Context: an optimization exercise on an open-source flow, tuned for small area, a short achievable clock period and few clock cycles per item. The choices shown serve that exercise and are no tape-out recipe.
RTL that was checked went through simulation tests only; none was proved equivalent to the original.

==> flow/design.v <==
`default_nettype none
package dtip_pkg;
	localparam logic [3:0] C_MINUS = 4'b1010;
	localparam logic [3:0] C_PLUS  = 4'b1011;
	localparam logic [3:0] C_E     = 4'b1100;
	localparam logic [3:0] C_OTHER = 4'b1111;
	localparam logic [2:0] PH_SIGN       = 3'd0;
	localparam logic [2:0] PH_DIGITS     = 3'd1;
	localparam logic [2:0] PH_EXP_SIGN   = 3'd2;
	localparam logic [2:0] PH_EXP_DIGITS = 3'd3;
	localparam logic [2:0] PH_STOP       = 3'd4;
endpackage
`default_nettype wire
`default_nettype none
module decimal_text_to_int_parser (
	input  wire logic  clk,
	input  wire logic  arst_n,
	input  wire logic  cfg_we,
	input  wire logic  cfg_wdata,
	input  wire logic        in_valid,
	output logic             in_ready,
	input  wire logic [7:0]  in_char,
	input  wire logic        in_last,
	output logic             out_valid,
	input  wire logic        out_ready,
	output logic [31:0]      out_value
);
	logic       av_q, bv_q;      
	logic       al_q, bl_q;
	logic [3:0] ac_q, bc_q;
	logic       rdy_q;
	logic [3:0] in_code;
	logic       accept;
	always_comb begin
		if (in_char[7:4] == 4'h3 && in_char[3:0] <= 4'd9)
			in_code = in_char[3:0];
		else if (in_char == 8'h2D)
			in_code = dtip_pkg::C_MINUS;
		else if (in_char == 8'h2B)
			in_code = dtip_pkg::C_PLUS;
		else if (in_char == 8'h45)
			in_code = dtip_pkg::C_E;
		else
			in_code = dtip_pkg::C_OTHER;
	end
	assign in_ready = rdy_q;
	assign accept   = in_valid && rdy_q;
	logic        exp_en_q;
	logic        fresh_q;    
	logic [2:0]  phase_q;    
	logic        neg_q;
	logic        sat_q;
	logic [3:0]  exp_q;      
	logic        eneg_q;
	logic [3:0]  nsig_q;     
	logic        mval_q;     
	logic        negm_q;     
	logic [31:0] mag_q;      
	logic        scale_q;
	logic        dec_q;      
	logic        all9_q;
	logic        ov_q;
	logic        neg_e;
	assign neg_e = neg_q && !fresh_q;
	logic        is_dig, is_minus, is_plus, is_e;
	logic [3:0]  d;
	assign d        = ac_q;
	assign is_dig   = !(ac_q[3] && (ac_q[2] || ac_q[1]));
	assign is_minus = (ac_q == dtip_pkg::C_MINUS);
	assign is_plus  = (ac_q == dtip_pkg::C_PLUS);
	assign is_e     = (ac_q == dtip_pkg::C_E);
	logic [4:0]  dd;         
	logic [30:0] x;
	logic [29:0] t;          
	logic [30:0] m;          
	always_comb begin
		if (scale_q)
			dd = neg_q ? 5'd9 : 5'd0;
		else if (!negm_q)
			dd = {1'b0, d};
		else if (!mval_q)
			dd = {1'b0, d} - 5'd1;
		else
			dd = {1'b0, d} + 5'd9;
	end
	assign x = mag_q[30:0] & {31{mval_q}};
	always_comb begin
		logic [29:0] a, b, c, s, cy, g, p, gg, pp;
		a  = x[29:0];
		b  = {x[27:0], 2'b00};
		c  = {26'd0, dd[4:1]};
		s  = a ^ b ^ c;
		cy = {((a[28:0] & b[28:0]) | (a[28:0] & c[28:0]) | (b[28:0] & c[28:0])), 1'b0};
		g  = s & cy;
		p  = s ^ cy;
		gg = g;
		pp = p;
		for (int l = 0; (1 << l) < 30; l++) begin
			for (int i = 0; i < 30; i++) begin
				if (((i + 1) % (1 << (l + 1))) == 0) begin
					gg[i] = gg[i] | (pp[i] & gg[i - (1 << l)]);
					pp[i] = pp[i] & pp[i - (1 << l)];
				end
			end
		end
		for (int l = 4; l >= 1; l--) begin
			for (int i = 0; i < 30; i++) begin
				if (((i + 1) % (1 << l)) == (1 << (l - 1)) && i >= (1 << l)) begin
					gg[i] = gg[i] | (pp[i] & gg[i - (1 << (l - 1))]);
					pp[i] = pp[i] & pp[i - (1 << (l - 1))];
				end
			end
		end
		t = p ^ {gg[28:0], 1'b0};
	end
	assign m = {t, dd[0]};
	logic gt_k, eq_k, eq_k1, d_ge8, ovf_dig, ovf_scl;
	assign gt_k    = (x > 31'd214748364);
	assign eq_k    = (x == 31'd214748364);
	assign eq_k1   = (x == 31'd214748363);
	assign d_ge8   = d[3];
	assign ovf_scl = gt_k || (neg_q && eq_k);
	assign ovf_dig = gt_k || (negm_q ? (eq_k || (eq_k1 && d_ge8)) : (eq_k && d_ge8));
	logic        take_mant, take_exp, mant_dig, exp_dig, ovf;
	logic [2:0]  phase_nx;
	logic        neg_nx, eneg_nx;
	logic [3:0]  exp_nx, nsig_nx;
	assign take_mant = ((phase_q == dtip_pkg::PH_SIGN) && !is_minus && !is_plus) ||
		(phase_q == dtip_pkg::PH_DIGITS);
	assign take_exp  = ((phase_q == dtip_pkg::PH_EXP_SIGN) && !is_minus && !is_plus) ||
		(phase_q == dtip_pkg::PH_EXP_DIGITS);
	assign mant_dig  = take_mant && is_dig;
	assign exp_dig   = take_exp && is_dig;
	assign ovf       = mant_dig && ovf_dig;
	always_comb begin
		phase_nx = phase_q;
		neg_nx   = neg_e;
		exp_nx   = exp_q;
		eneg_nx  = eneg_q;
		nsig_nx  = nsig_q;
		if (phase_q == dtip_pkg::PH_SIGN && is_minus) begin
			neg_nx = !neg_e;
		end else if (phase_q == dtip_pkg::PH_EXP_SIGN && is_minus) begin
			eneg_nx  = 1'b1;
			phase_nx = dtip_pkg::PH_EXP_DIGITS;
		end else if (phase_q == dtip_pkg::PH_EXP_SIGN && is_plus) begin
			phase_nx = dtip_pkg::PH_EXP_DIGITS;
		end else if (take_mant) begin
			if (is_dig) begin
				phase_nx = ovf_dig ? dtip_pkg::PH_STOP : dtip_pkg::PH_DIGITS;
				if (nsig_q != 4'd0 || d != 4'd0)
					nsig_nx = nsig_q + 4'd1;
			end else if (is_e && exp_en_q && !al_q) begin
				phase_nx = dtip_pkg::PH_EXP_SIGN;
			end else begin
				phase_nx = dtip_pkg::PH_STOP;
			end
		end else if (take_exp) begin
			if (is_dig) begin
				phase_nx = dtip_pkg::PH_EXP_DIGITS;
				exp_nx   = (exp_q != 4'd0) ? 4'd10 : d;
			end else begin
				phase_nx = dtip_pkg::PH_STOP;
			end
		end
	end
	logic [3:0] ef;
	logic [4:0] sum_ne;
	logic       d_scale, d_sat, d_zero;
	assign ef      = exp_dig ? ((exp_q != 4'd0) ? 4'd10 : d) : exp_q;
	assign sum_ne  = {1'b0, nsig_q} + {1'b0, ef};
	assign d_scale = !mant_dig && ef != 4'd0 && nsig_q != 4'd0 &&
		(eneg_q ? (ef < nsig_q) : (sum_ne <= 5'd10));
	assign d_sat   = ovf || sat_q ||
		(!mant_dig && !eneg_q && ef != 4'd0 && nsig_q != 4'd0 && sum_ne >= 5'd11);
	assign d_zero  = (nsig_nx == 4'd0) || (!mant_dig && eneg_q && ef != 4'd0 && ef >= nsig_q);
	logic [1:0] chunk;
	logic [7:0] dq;
	logic [3:0] dr;
	assign chunk = phase_q[1:0];
	always_comb begin
		logic q;
		dr = (chunk == 2'd0) ? 4'd0 : nsig_q;
		for (int i = 7; i >= 0; i--) begin
			q     = dr[3] || (dr[2] && (dr[1] || dr[0]));
			dq[i] = q;
			dr    = {q ? (dr[3] && dr[0]) : dr[2],
				q ? (dr[3] ? !dr[0] : (dr[1] && dr[0])) : dr[1],
				dr[0] ^ q,
				mag_q[24 + i]};
		end
	end
	logic [7:0] wd;
	always_comb begin
		logic lz;
		lz = ((chunk == 2'd3) || !(|mag_q[23:16])) && (chunk[1] || !(|mag_q[15:8])) &&
			(chunk[1] || chunk[0] || !(|mag_q[7:0]));
		for (int i = 0; i < 8; i++) begin
			wd[i] = mag_q[24 + i] ^ lz;
			lz    = lz && !mag_q[24 + i];
		end
	end
	assign out_value = mag_q ^ {32{neg_q}};
	assign out_valid = ov_q;
	logic last9, scale_end, take, take_last;
	assign last9     = (dr == 4'd9);
	assign scale_end = scale_q && (!eneg_q ? (ovf_scl || exp_q == 4'd1) :
		(chunk == 2'd3 && (dec_q || (exp_q == 4'd1 && !(neg_q && !(all9_q && last9))))));
	assign take      = av_q && !scale_q && (!ov_q || out_ready);
	assign take_last = take && al_q;
	logic scale_nx, fresh_nx;
	assign scale_nx = take ? (al_q && d_scale) : (scale_q && !scale_end);
	assign fresh_nx = take ? al_q : fresh_q;
	always_ff @(posedge clk or negedge arst_n) begin
		if (!arst_n) begin
			av_q     <= 1'b0;
			bv_q     <= 1'b0;
			rdy_q    <= 1'b1;
			exp_en_q <= 1'b0;
			fresh_q  <= 1'b1;
			scale_q  <= 1'b0;
			ov_q     <= 1'b0;
			mval_q   <= 1'b0;
			negm_q   <= 1'b0;
			phase_q  <= dtip_pkg::PH_SIGN;
			sat_q    <= 1'b0;
			exp_q    <= 4'd0;
			eneg_q   <= 1'b0;
			nsig_q   <= 4'd0;
		end else begin
			if (take) begin
				av_q  <= bv_q || accept;
				bv_q  <= bv_q && accept;
				rdy_q <= 1'b1;
			end else begin
				av_q  <= av_q || accept;
				bv_q  <= bv_q || (av_q && accept);
				rdy_q <= !(av_q && (bv_q || accept));
			end
			if (cfg_we)
				exp_en_q <= cfg_wdata;
			fresh_q <= fresh_nx;
			scale_q <= scale_nx;
			ov_q    <= (take_last && !d_scale) || scale_end || (ov_q && !out_ready);
			if (take) begin
				mval_q <= !al_q && nsig_nx != 4'd0;
				negm_q <= !al_q && neg_nx;
				if (al_q) begin
					phase_q <= dtip_pkg::PH_SIGN;
					sat_q   <= 1'b0;
					nsig_q  <= 4'd0;
					if (d_scale) begin
						mval_q <= 1'b1;
						exp_q  <= ef;
						eneg_q <= eneg_q;
					end else begin
						exp_q  <= 4'd0;
						eneg_q <= 1'b0;
					end
				end else begin
					phase_q <= phase_nx;
					sat_q   <= sat_q || ovf;
					exp_q   <= exp_nx;
					eneg_q  <= eneg_nx;
					nsig_q  <= nsig_nx;
				end
			end else if (scale_q) begin
				if (scale_end) begin
					mval_q  <= 1'b0;
					phase_q <= dtip_pkg::PH_SIGN;
					exp_q   <= 4'd0;
					eneg_q  <= 1'b0;
					nsig_q  <= 4'd0;
				end else if (!eneg_q) begin
					exp_q <= exp_q - 4'd1;
				end else begin
					phase_q <= {1'b0, chunk + 2'd1};
					nsig_q  <= dr;
					if (chunk == 2'd3 && !dec_q)
						exp_q <= exp_q - 4'd1;
				end
			end
		end
	end
	always_ff @(posedge clk) begin
		if (take && bv_q) begin
			ac_q <= bc_q;
			al_q <= bl_q;
		end else if (take || !av_q) begin
			ac_q <= in_code;
			al_q <= in_last;
		end
		if (accept) begin
			bc_q <= in_code;
			bl_q <= in_last;
		end
		if (take) begin
			neg_q  <= neg_nx;
			dec_q  <= 1'b0;
			all9_q <= 1'b1;
			if (al_q && d_sat)
				mag_q <= {1'b0, {31{1'b1}}};
			else if (al_q && d_zero)
				mag_q <= {32{neg_nx}};
			else if (mant_dig)
				mag_q <= {1'b0, m};
		end else if (scale_q) begin
			if (!eneg_q) begin
				mag_q <= ovf_scl ? {1'b0, {31{1'b1}}} : {1'b0, m};
			end else begin
				mag_q <= {mag_q[23:0], dec_q ? wd : dq};
				if (chunk == 2'd3 && !dec_q) begin
					all9_q <= all9_q && last9;
					dec_q  <= (exp_q == 4'd1);
				end
			end
		end
	end
endmodule
`default_nettype wire
Settings: LEC_CHECK=0, CAP_MARGIN=20, CORE_MARGIN=2, CORE_UTILIZATION=40, SETUP_SLACK_MARGIN=5, SLEW_MARGIN=20; clock period 10.0 ns.
run.sh (not shown) runs the stock make flow with config.mk's settings and CLKGATE_MAP_FILE= SYNTH_SCRIPT=/design/flow/synth_recipe.tcl, a recipe that flattens the netlist after the stock synthesis.
Edit:
--- a/flow/design.v
+++ b/flow/design.v
@@ -82,46 +82,18 @@
 			dd = {1'b0, d} - 5'd1;
 		else
 			dd = {1'b0, d} + 5'd9;
 	end
-	assign x = mag_q[30:0] & {31{mval_q}};
-	always_comb begin
-		logic [29:0] a, b, c, s, cy, g, p, gg, pp;
-		a  = x[29:0];
-		b  = {x[27:0], 2'b00};
-		c  = {26'd0, dd[4:1]};
-		s  = a ^ b ^ c;
-		cy = {((a[28:0] & b[28:0]) | (a[28:0] & c[28:0]) | (b[28:0] & c[28:0])), 1'b0};
-		g  = s & cy;
-		p  = s ^ cy;
-		gg = g;
-		pp = p;
-		for (int l = 0; (1 << l) < 30; l++) begin
-			for (int i = 0; i < 30; i++) begin
-				if (((i + 1) % (1 << (l + 1))) == 0) begin
-					gg[i] = gg[i] | (pp[i] & gg[i - (1 << l)]);
-					pp[i] = pp[i] & pp[i - (1 << l)];
-				end
-			end
-		end
-		for (int l = 4; l >= 1; l--) begin
-			for (int i = 0; i < 30; i++) begin
-				if (((i + 1) % (1 << l)) == (1 << (l - 1)) && i >= (1 << l)) begin
-					gg[i] = gg[i] | (pp[i] & gg[i - (1 << (l - 1))]);
-					pp[i] = pp[i] & pp[i - (1 << (l - 1))];
-				end
-			end
-		end
-		t = p ^ {gg[28:0], 1'b0};
-	end
+	assign x = mag_q[30:0];
+	assign t = x[29:0] + {x[27:0], 2'b00} + {26'd0, dd[4:1]};
 	assign m = {t, dd[0]};
 	logic gt_k, eq_k, eq_k1, d_ge8, ovf_dig, ovf_scl;
 	assign gt_k    = (x > 31'd214748364);
 	assign eq_k    = (x == 31'd214748364);
 	assign eq_k1   = (x == 31'd214748363);
 	assign d_ge8   = d[3];
 	assign ovf_scl = gt_k || (neg_q && eq_k);
-	assign ovf_dig = gt_k || (negm_q ? (eq_k || (eq_k1 && d_ge8)) : (eq_k && d_ge8));
+	assign ovf_dig = mval_q && (gt_k || (negm_q ? (eq_k || (eq_k1 && d_ge8)) : (eq_k && d_ge8)));
 	logic        take_mant, take_exp, mant_dig, exp_dig, ovf;
 	logic [2:0]  phase_nx;
 	logic        neg_nx, eneg_nx;
 	logic [3:0]  exp_nx, nsig_nx;
@@ -302,9 +274,9 @@
 				mag_q <= {1'b0, {31{1'b1}}};
 			else if (al_q && d_zero)
 				mag_q <= {32{neg_nx}};
 			else if (mant_dig)
-				mag_q <= {1'b0, m};
+				mag_q <= mval_q ? {1'b0, m} : {27'd0, dd};
 		end else if (scale_q) begin
 			if (!eneg_q) begin
 				mag_q <= ovf_scl ? {1'b0, {31{1'b1}}} : {1'b0, m};
 			end else begin
Outcome:
- clock skew decreases by 0.0069 ns
- clock-buffer cell count increases by 1
- wire length decreases by 7.6%
- design area decreases by 5.6%
- non-clock buffer count decreases by 20
Testbench counts after the change, summed over its fixed seeds: cycles 15,027, strings 2,400.
Only the layout flow was run in the first run of this note; the RTL was not checked for function there.

separate check: timing with driven ports:
No port has a modelled driver above. Below, the same layouts with a new extraction and two added sets of constraints.
Step 1 assumes that a clkbuf_16 drives the clock port and a buf_2 every other input.
Step 2 times the ports against the registers' clock, not the clock port: input delays grow and output delays shrink by t, the midpoint of the rising clock arrivals with the driver on.
Slacks: ideal / step 1 / step 2; pairs: ideal / step 1.
run	t, ns	slack for setup (ns)	worst register clock-pin slew, ns	worst slew at a driven data input, ns	cell pins on the clock port's net
the first run	0.390	4.805 / 4.805 / 4.805	0.07 / 0.07	0.03	1
the second run	0.384	5.224 / 5.224 / 4.887	0.06 / 0.06	0.04	1
After both steps setup and hold are still met in every run listed. The setup slack of the second run, which loses most, moves by 0.000 ns with the drivers and by -0.337 ns with both steps.
